Background: an optimization exercise with open tools, aiming at small area and a short achievable clock period. Do not read the settings as production practice. The RTL was checked by simulation tests, not by an equivalence proof against the original design. Power and IR drop assume default switching activity.

$ cat config.mk
export PLATFORM = sky130hd
export DESIGN_NAME = regfile_mp
export DESIGN_NICKNAME = regfile_mp
export VERILOG_FILES = /design/flow/design.v
export SDC_FILE = /design/flow/constraint.sdc
export NUM_CORES = 4
export LEC_CHECK = 0
export CAP_MARGIN = 20
export CELL_PAD_IN_SITES_DETAIL_PLACEMENT = 1
export CELL_PAD_IN_SITES_GLOBAL_PLACEMENT = 2
export CORE_MARGIN = 2
export CORE_UTILIZATION = 35
export CTS_BUF_LIST = sky130_fd_sc_hd__clkbuf_8
export GPL_ROUTABILITY_DRIVEN = 1
export GPL_TIMING_DRIVEN = 1
export PLACE_DENSITY = 0.45
export SETUP_SLACK_MARGIN = 3.5
export SLEW_MARGIN = 20
export SYNTH_HIERARCHICAL = 1
$ cat constraint.sdc
create_clock -name core_clock -period 8.5 [get_ports {clk}]
set_input_delay 1.7000 -clock core_clock [delete_from_list [all_inputs] [get_ports {clk}]]
set_output_delay 1.7000 -clock core_clock [all_outputs]
set_load 0.01 [all_outputs]
$ cat design.v
package regfile_pkg;
    localparam int unsigned XLEN_DEF  = 32;
    localparam int unsigned NREG_DEF  = 32;
    localparam int unsigned MAX_PORTS = 32;
    typedef logic [4:0] regaddr_t;
    localparam regaddr_t ZERO_REG = 5'd0;
endpackage
import regfile_pkg::*;
module regfile_scoreboard #(
    parameter int unsigned NREG = regfile_pkg::NREG_DEF,
    parameter int unsigned NWR  = 2,
    parameter int unsigned AW   = $clog2(NREG)
) (
    input  logic                     clk,
    input  logic                     rst_n,
    input  logic [NWR-1:0]           wr_en,
    input  logic [NWR-1:0][AW-1:0]   wr_addr,
    input  logic [NWR-1:0][NREG-1:0] wsel,
    input  logic [NREG-1:0]          hold,
    input  logic                     rsv_en,
    input  logic [AW-1:0]            rsv_addr,
    input  logic                     flush,
    output logic [NREG-1:0]          busy,
    output logic [AW:0]              busy_cnt
);
    logic [NREG-1:0] busy_q, busy_d, rs;
    logic [AW:0]     cnt_q, cnt_d;
    logic            rsv_ok, inc;
    logic [NWR-1:0]  dec;
    always_comb begin
        rsv_ok = rsv_en && (rsv_addr != '0);
        for (int a = 0; a < NREG; a++) begin
            rs[a]     = rsv_ok && (rsv_addr == AW'(a));
            busy_d[a] = !flush && (rs[a] || (busy_q[a] && hold[a]));
        end
        busy_d[0] = 1'b0;
        inc = rsv_ok && !(|(rs & busy_q));
        for (int k = 0; k < NWR; k++) begin
            dec[k] = (|(wsel[k] & busy_q)) && !(rsv_ok && (rsv_addr == wr_addr[k]));
        end
        cnt_d = cnt_q + (AW+1)'(inc);
        for (int k = 0; k < NWR; k++) begin
            cnt_d = cnt_d - (AW+1)'(dec[k]);
        end
        if (flush) begin
            cnt_d = '0;
        end
    end
    always_ff @(posedge clk or negedge rst_n) begin
        if (!rst_n) begin
            busy_q <= '0;
            cnt_q  <= '0;
        end else begin
            busy_q <= busy_d;
            cnt_q  <= cnt_d;
        end
    end
    assign busy     = busy_q;
    assign busy_cnt = cnt_q;
endmodule
import regfile_pkg::*;
module regfile_aoi222 (
    input  logic a1, a2, b1, b2, c1, c2,
    output logic y
);
    assign y = ~((a1 & a2) | (b1 & b2) | (c1 & c2));
endmodule
module regfile_aoi22 (
    input  logic a1, a2, b1, b2,
    output logic y
);
    assign y = ~((a1 & a2) | (b1 & b2));
endmodule
module regfile_oai31 (
    input  logic a1, a2, a3, b1,
    output logic y
);
    assign y = ~((a1 | a2 | a3) & b1);
endmodule
module regfile_inv (
    input  logic a,
    output logic y
);
    assign y = ~a;
endmodule
module regfile_nand #(
    parameter int unsigned N = 4
) (
    input  logic [N-1:0] a,
    output logic         y
);
    assign y = ~(&a);
endmodule
module regfile_rdsel #(
    parameter int unsigned NREG = 32,
    parameter int unsigned NWR  = 2,
    parameter bit          BYPASS = 1'b1,
    parameter int unsigned AW   = $clog2(NREG),
    parameter int unsigned LO   = AW / 2,
    parameter int unsigned HI   = AW - LO
) (
    input  logic [AW-1:0]           ra,
    input  logic [NREG-1:0]         busy,
    input  logic [NWR-1:0]          wr_en,
    input  logic [NWR-1:0][AW-1:0]  wr_addr,
    output logic [(1<<LO)-1:0]      plo,
    output logic [(1<<HI)-1:0]      phi,
    output logic                    nhit_n,
    output logic [NWR-1:0]          bsel_n,
    output logic                    rbusy
);
    always_comb begin
        logic taken;
        logic rb;
        taken = 1'b0;
        for (int k = NWR - 1; k >= 0; k--) begin
            logic h;
            h         = BYPASS && (ra != '0) && wr_en[k] && (wr_addr[k] == ra) && !taken;
            bsel_n[k] = !h;
            taken     = taken | h;
        end
        nhit_n = taken;
        for (int i = 0; i < (1 << LO); i++) begin
            plo[i] = (ra[LO-1:0] == LO'(i));
        end
        for (int j = 0; j < (1 << HI); j++) begin
            phi[j] = (ra[AW-1:LO] == HI'(j));
        end
        rb = 1'b0;
        for (int a = 1; a < NREG; a++) begin
            rb = rb | ((ra == AW'(a)) && busy[a]);
        end
        rbusy = rb && !taken;
    end
endmodule
module regfile_wrsel #(
    parameter int unsigned NREG = 32,
    parameter int unsigned NWR  = 2,
    parameter int unsigned AW   = $clog2(NREG)
) (
    input  logic [NWR-1:0]          wr_en,
    input  logic [NWR-1:0][AW-1:0]  wr_addr,
    output logic [NWR-1:0][NREG-1:0] wsel,
    output logic [NREG-1:0]         hold
);
    always_comb begin
        for (int a = 0; a < NREG; a++) begin
            logic taken;
            taken = 1'b0;
            for (int k = NWR - 1; k >= 0; k--) begin
                wsel[k][a] = (a != 0) && wr_en[k] && (wr_addr[k] == AW'(a)) && !taken;
                taken      = taken | wsel[k][a];
            end
            hold[a] = !taken;
        end
    end
endmodule
module regfile_rdbit #(
    parameter int unsigned N   = 31,    
    parameter int unsigned NWR = 2
) (
    input  logic [N-1:0]   sel,
    input  logic [N-1:0]   dat,
    input  logic           nhit,
    input  logic [NWR-1:0] bsel,
    input  logic [NWR-1:0] bdat,
    output logic           y
);
    localparam int unsigned NR  = N - 1;              
    localparam int unsigned NG  = (NR + 2) / 3;       
    localparam int unsigned NN  = (NG + 3) / 4;       
    localparam int unsigned NB  = NWR + 1;            
    localparam int unsigned NBG = (NB + 2) / 3;       
    logic [NG-1:0]    g;
    logic [2:0]       n;
    logic             r;
    logic [3*NBG-1:0] bs, bd;
    logic [NBG-1:0]   bb;
    for (genvar i = 0; i < NG; i++) begin : g_aoi
        if (3*i + 2 < NR) begin : g_3
            regfile_aoi222 u_aoi (
                .a1(sel[3*i]), .a2(dat[3*i]), .b1(sel[3*i+1]), .b2(dat[3*i+1]),
                .c1(sel[3*i+2]), .c2(dat[3*i+2]), .y(g[i])
            );
        end else if (3*i + 1 < NR) begin : g_2
            regfile_aoi22 u_aoi (
                .a1(sel[3*i]), .a2(dat[3*i]), .b1(sel[3*i+1]), .b2(dat[3*i+1]), .y(g[i])
            );
        end else begin : g_1
            regfile_nand #(.N(2)) u_aoi (.a({sel[3*i], dat[3*i]}), .y(g[i]));
        end
    end
    for (genvar j = 0; j < 3; j++) begin : g_nand
        if (j < NN) begin : g_n
            localparam int unsigned W = (4*j + 4 <= NG) ? 4 : NG - 4*j;
            if (W == 1) begin : g_i
                regfile_inv u_nand (.a(g[4*j]), .y(n[j]));
            end else begin : g_m
                regfile_nand #(.N(W)) u_nand (.a(g[4*j +: W]), .y(n[j]));
            end
        end else begin : g_z
            assign n[j] = 1'b0;
        end
    end
    regfile_oai31 u_hit (.a1(n[0]), .a2(n[1]), .a3(n[2]), .b1(nhit), .y(r));
    assign bs = (3*NBG)'({bsel, sel[N-1]});
    assign bd = (3*NBG)'({bdat, dat[N-1]});
    for (genvar j = 0; j < NBG; j++) begin : g_byp
        regfile_aoi222 u_b (
            .a1(bs[3*j]), .a2(bd[3*j]), .b1(bs[3*j+1]), .b2(bd[3*j+1]),
            .c1(bs[3*j+2]), .c2(bd[3*j+2]), .y(bb[j])
        );
    end
    regfile_nand #(.N(NBG + 1)) u_out (.a({bb, r}), .y(y));
endmodule
module regfile_mp #(
    parameter int unsigned XLEN   = regfile_pkg::XLEN_DEF,
    parameter int unsigned NREG   = regfile_pkg::NREG_DEF,
    parameter int unsigned NRD    = 2,
    parameter int unsigned NWR    = 2,
    parameter bit          BYPASS = 1'b1,
    parameter int unsigned AW     = $clog2(NREG)
) (
    input  logic                     clk,
    input  logic                     rst_n,
    input  logic [NRD-1:0][AW-1:0]   rd_addr,
    output logic [NRD-1:0][XLEN-1:0] rd_data,
    output logic [NRD-1:0]           rd_busy,
    input  logic [NWR-1:0]           wr_en,
    input  logic [NWR-1:0][AW-1:0]   wr_addr,
    input  logic [NWR-1:0][XLEN-1:0] wr_data,
    input  logic                     rsv_en,
    input  logic [AW-1:0]            rsv_addr,
    input  logic                     flush,
    output logic [AW:0]              busy_cnt
);
    logic [XLEN-1:0] mem_q [NREG];
    logic [XLEN-1:0] mem_d [NREG];
    logic [NREG-1:0] vld_q;
    logic [NREG-1:0] busy;
    logic [NWR-1:0][NREG-1:0] wsel;
    logic [NREG-1:0]          hold;
    regfile_wrsel #(.NREG(NREG), .NWR(NWR), .AW(AW)) u_wrsel (
        .wr_en(wr_en), .wr_addr(wr_addr), .wsel(wsel), .hold(hold)
    );
    for (genvar a = 1; a < NREG; a++) begin : g_row
        for (genvar b = 0; b < XLEN; b++) begin : g_bit
            logic [NWR:0] s, v;
            logic         dn;
            assign s[NWR] = hold[a];
            assign v[NWR] = mem_q[a][b];
            for (genvar k = 0; k < NWR; k++) begin : g_wp
                assign s[k] = wsel[k][a];
                assign v[k] = wr_data[k][b];
            end
            if (NWR == 2) begin : g_aoi
                regfile_aoi222 u_aoi (
                    .a1(s[0]), .a2(v[0]), .b1(s[1]), .b2(v[1]), .c1(s[2]), .c2(v[2]), .y(dn)
                );
                regfile_inv u_inv (.a(dn), .y(mem_d[a][b]));
            end else begin : g_gen
                assign mem_d[a][b] = |(s & v);
            end
        end
    end
    always_ff @(posedge clk) begin
        for (int a = 1; a < NREG; a++) begin
            mem_q[a] <= mem_d[a];
        end
    end
    always_ff @(posedge clk or negedge rst_n) begin
        if (!rst_n) begin
            vld_q <= '0;
        end else begin
            for (int a = 1; a < NREG; a++) begin
                if (!hold[a]) begin
                    vld_q[a] <= 1'b1;
                end
            end
        end
    end
    localparam int unsigned NG = (XLEN >= 32) ? 4 : 1;      
    localparam int unsigned LO = AW / 2;
    for (genvar p = 0; p < NRD; p++) begin : g_rd
        logic [(1<<LO)-1:0]      plo;
        logic [(1<<(AW-LO))-1:0] phi;
        logic                    nhit_n;
        logic [NWR-1:0]          bsel_n;
        logic [NREG-2:0]         seln;
        logic [NG-1:0][NREG-2:0] sel;
        logic [NG-1:0]           nhit;
        logic [NG-1:0][NWR-1:0]  bsel;
        regfile_rdsel #(.NREG(NREG), .NWR(NWR), .BYPASS(BYPASS), .AW(AW), .LO(LO)) u_sel (
            .ra(rd_addr[p]), .busy(busy), .wr_en(wr_en), .wr_addr(wr_addr),
            .plo(plo), .phi(phi), .nhit_n(nhit_n), .bsel_n(bsel_n), .rbusy(rd_busy[p])
        );
        for (genvar g = 0; g < NG; g++) begin : g_grp
            regfile_inv u_nhit (.a(nhit_n), .y(nhit[g]));
            for (genvar k = 0; k < NWR; k++) begin : g_b
                regfile_inv u_bsel (.a(bsel_n[k]), .y(bsel[g][k]));
            end
            for (genvar a = 1; a < NREG; a++) begin : g_s
                regfile_inv u_sel (.a(seln[a-1]), .y(sel[g][a-1]));
            end
        end
        for (genvar a = 1; a < NREG; a++) begin : g_sn
            if (a < NREG - 1) begin : g_3
                regfile_nand #(.N(3)) u_sn (
                    .a({plo[a % (1<<LO)], phi[a >> LO], vld_q[a]}), .y(seln[a-1])
                );
            end else begin : g_4
                regfile_nand #(.N(4)) u_sn (
                    .a({plo[a % (1<<LO)], phi[a >> LO], vld_q[a], nhit[0]}), .y(seln[a-1])
                );
            end
        end
        for (genvar b = 0; b < XLEN; b++) begin : g_bit
            localparam int unsigned G = b * NG / XLEN;
            logic [NREG-2:0] dat;
            logic [NWR-1:0]  bdat;
            for (genvar a = 1; a < NREG; a++) begin : g_r
                assign dat[a-1] = mem_q[a][b];
            end
            for (genvar k = 0; k < NWR; k++) begin : g_w
                assign bdat[k] = wr_data[k][b];
            end
            regfile_rdbit #(.N(NREG - 1), .NWR(NWR)) u_bit (
                .sel(sel[G]), .dat(dat), .nhit(nhit[G]), .bsel(bsel[G]), .bdat(bdat),
                .y(rd_data[p][b])
            );
        end
    end
    regfile_scoreboard #(
        .NREG (NREG),
        .NWR  (NWR),
        .AW   (AW)
    ) u_scoreboard (
        .clk      (clk),
        .rst_n    (rst_n),
        .wr_en    (wr_en),
        .wr_addr  (wr_addr),
        .wsel     (wsel),
        .hold     (hold),
        .rsv_en   (rsv_en),
        .rsv_addr (rsv_addr),
        .flush    (flush),
        .busy     (busy),
        .busy_cnt (busy_cnt)
    );
endmodule
$ cat run.sh
#!/bin/bash
# synth_recipe.tcl (not shown) runs the flow's synth.tcl, then flattens the netlist and writes it again
# the make line also repeats each setting of config.mk as NAME=value (left out here)
make -C /OpenROAD-flow-scripts/flow DESIGN_CONFIG=/design/flow/config.mk WORK_HOME=/design/flow/orfs CLKGATE_MAP_FILE= SYNTH_SCRIPT=/design/flow/synth_recipe.tcl finish
==> run_results.csv <==
group,metric,value,unit
place,place.gp.congestion,0.9789,
setup_path,r2r_start,"u_scoreboard.busy_q[25]",
sta,clock_skew,0.006972,ns
place,postPlaceCellArea,55800,sq um
detailed_routing,vias,59910,
cells_and_area,design_area,65390,sq um
detailed_routing,drt_iter0_drc,16660,
setup_path,critPathLaunchType,"primary input",
sta,fmax,0.1598,GHz
cells_and_area,areaGrowthSynthToFinish,31.81,%
place,hpwl,208.0,mm
sta,fin_crit,6.259,ns
clock_tree,clockBufferDepth,3,
clock_tree,numCtsBuffers,195,
setup_path,path_cells,"buf_12 > nor3b_4 > buf_6 > nand3_4 > buf_12 > clkinvlp_4 > a222oi_1 > nand4_1 > o31ai_4 > nand2_1 > buf_2",
status,status,"timing/DRC/antenna clean",
die,coreArea,141100,sq um
global_routing,grt_max_degree,69,
setup_path,criticalPathCategory,"primary input to output port",
clock_tree,htree_levels,4,
cells_and_area,stdcell_count,7892,
power_and_ir_drop,ir_worst_vdd,0.1737,mV
clock_tree,root_buffer,"clkbuf_8",
setup_path,worstPathArrival,4.56,ns
global_routing,grt_pass1_vias,57570,
die,start_util,0.3517,
place,portBuffers,166,
sta,tns,0,ns
power_and_ir_drop,leakagePower,0.03050,uW
detailed_routing,wl_per_cell,43.27,um
setup_path,crit_fanout,5,
cells_and_area,fillCellCount,15650,
setup_path,critPathMostFrequentCell,"buf_12",
min_path,hold_start,"vld_q[29]",
yosys,syn_area_per_cell,9.990,sq um
place,place_ws,0.8338,ns
setup_path,required,6.80,ns
yosys,synthCells,4966,
yosys,synth_nets,5069,
yosys,synth_warnings,13,
setup_path,startpoint,"rd_addr[9]",
detailed_routing,dr.pass1.iters,15,
sta,rsz0062_at_grt,"yes",
setup_path,critPathCaptureType,"output port",
global_routing,track_usage,0.4470,
cells_and_area,drive_above_1_share,0.2349,
sta,period_share,0.7363,
sta,hold_viol,0,
setup_path,cp_slowest_stage_delay,0.85,ns
detailed_routing,drc_errors,0,
die,fp-row-count,138,
global_routing,grt_pass1_wl,461.7,mm
clock_tree,insertion_delay,0.93,ns
clock_tree,cts_sinks,1060,
clock_tree,cts_hold_buffers,0,
die,ios,167,
yosys,synth_area,49610,sq um
detailed_routing,ant_nets,0,
global_routing,overflow,0,
sta,tightest_slew,1.233,ns
sta,setup_viol_count_final,0,
place,place_inst,7190,
global_routing,antenna_found_initial,17,
die,fp.dieH,380.5,um
die,die_x,380.5,um
detailed_routing,routed_wl,341.5,mm
sta,slew_headroom,0.1778,
sta,drv_slew,0,
setup_path,crit_slowest_cell,"a222oi_1",
cells_and_area,layout.nets,5940,
sta,layout_setup_ws,2.241,ns
min_path,hold_path_class,"register to register",
clock_tree,cts_tree,"done",
power_and_ir_drop,power_density,239.0,nW/um^2
clock_tree,clk_pin_slew_worst_paths,0.06,ns
job,max_cap_violations,0,
die,dieArea,144800,sq um
detailed_routing,vias_per_cell,7.591,
-- layout make-up --
cell class,instances,area (sq um),share of cell area
Multi-Input combinational cell,2565,25020,0.3827
Sequential cell,1060,21560,0.3297
Timing Repair Buffer,734,7051,0.1078
Inverter,1281,5253,0.08033
Clock buffer,258,3551,0.05430
Tap cell,1890,2365,0.03616
Clock inverter,95,565.5,0.008649
Antenna cell,9,22.52,0.0003444
-- placed cells by master (no fill, tap or decap), types with 15 or more instances in the layout --
master	n
buf_8	16
nand3_4	44
dfxtp_1	992
nand2_2	22
nor2_1	39
a211oi_4	31
buf_12	77
buf_4	405
o31ai_4	29
inv_1	1227
dfrtp_1	68
clkinvlp_4	96
nand2_1	123
o31ai_2	38
a22oi_2	33
mux2i_1	18
a222oi_1	1698
nand2b_1	32
a22oi_1	37
clkdlybuf4s50_1	60
xnor2_1	15
clkbuf_8	259
clkinv_2	23
buf_6	96
nor2_4	36
buf_2	67
nand4_1	141
nand3_1	16
-- critical path: cells and delay by family --
family                 cells  cell delay (ns)
AO/OA/AOI/OAI              2             1.31
AND/OR/NAND/NOR            4             0.92
buffers and inverters      5             0.60
-- sequential cells by signal, summed over array words and instances (netlist names) --
| name | cells |
|---|---|
| u_scoreboard.cnt_q | 6 |
| mem_q | 992 |
| vld_q | 31 |
| u_scoreboard.busy_q | 31 |
-- path summary, 6_finish.rpt --
path | to | slack (ns) | cells after the start
setup / recovery | rd_data[34] | 2.24 | 11
hold / removal | vld_q[29] | 0.51 | 1
setup reg to reg | u_scoreboard.cnt_q[5] | 4.85 | 16
hold reg to reg | vld_q[29] | 0.51 | 1
max in group asynchronous | vld_q[12] | 6.88 | 1
min in group asynchronous | u_scoreboard.busy_q[7] | 0.92 | 1
-- layer usage --
metal | routed length, um | up-vias | part of all wire | global-route usage
met5 | 173 | - | 0.00051 | 0.003638
met1 | 125200 | 30620 | 0.37 | 0.5499
li1 | - | 23360 | - | -
met2 | 143100 | 4773 | 0.42 | 0.6560
met3 | 45050 | 1150 | 0.13 | 0.1413
met4 | 27980 | 14 | 0.082 | 0.3236
-- power breakdown --
part | total, uW | internal [uW] | switching [uW]
logic | 2990 | 1360 | 1630
registers | 7370 | 6220 | 1150
clock network | 5270 | 2850 | 2410
-- through the flow --
step | hold slack [ns] | power (uW) | utilization
after global routing | 0.5256 | 16210 | 0.4634
final | 0.5074 | 15630 | 0.4635
after detailed placement | 0.4802 | 10110 | 0.3955
after global placement | 0.4766 | 9966 | 0.3955
after CTS | 0.4980 | 15460 | 0.4533
after floorplan | 0.4582 | 8702 | -
-- what timing repair did --
item / in CTS / in global routing
gates cloned: 3 / 3
resized for setup: 839 / 128
pin swaps: 366 / 199
buffers inserted: 225 / 109
setup endpoints to repair: 72 / 70

==> port drivers added, routing unchanged <==
The results above use ideal ports. As a check the final layout listed here was re-extracted and re-timed, cells and wires unchanged. Step 1: set_driving_cell puts a clkbuf_16 on clk and a buf_2 on each other input, an assumption about the parent block. Step 2 adds t to the input delays and takes it off the output delays; t is the mean of the earliest and latest rising clock arrival at the registers after step 1. Input paths then give back, and output paths get back, about the clock's delay inside the block. Slacks: ideal / step 1 / step 2; pairs: ideal / step 1.
t, ns: 1.017
setup slack, ns: 2.241 / 2.112 / 2.112
latest minus earliest clock arrival (ns): 0.052 / 0.052
slew at the worst register clock pin (ns): 0.07 / 0.07
worst data-port slew with drivers (ns): 0.20
After both steps this run still meets setup and hold. For this run, drivers alone change the setup slack by -0.129 ns; drivers and shift together by -0.129 ns.
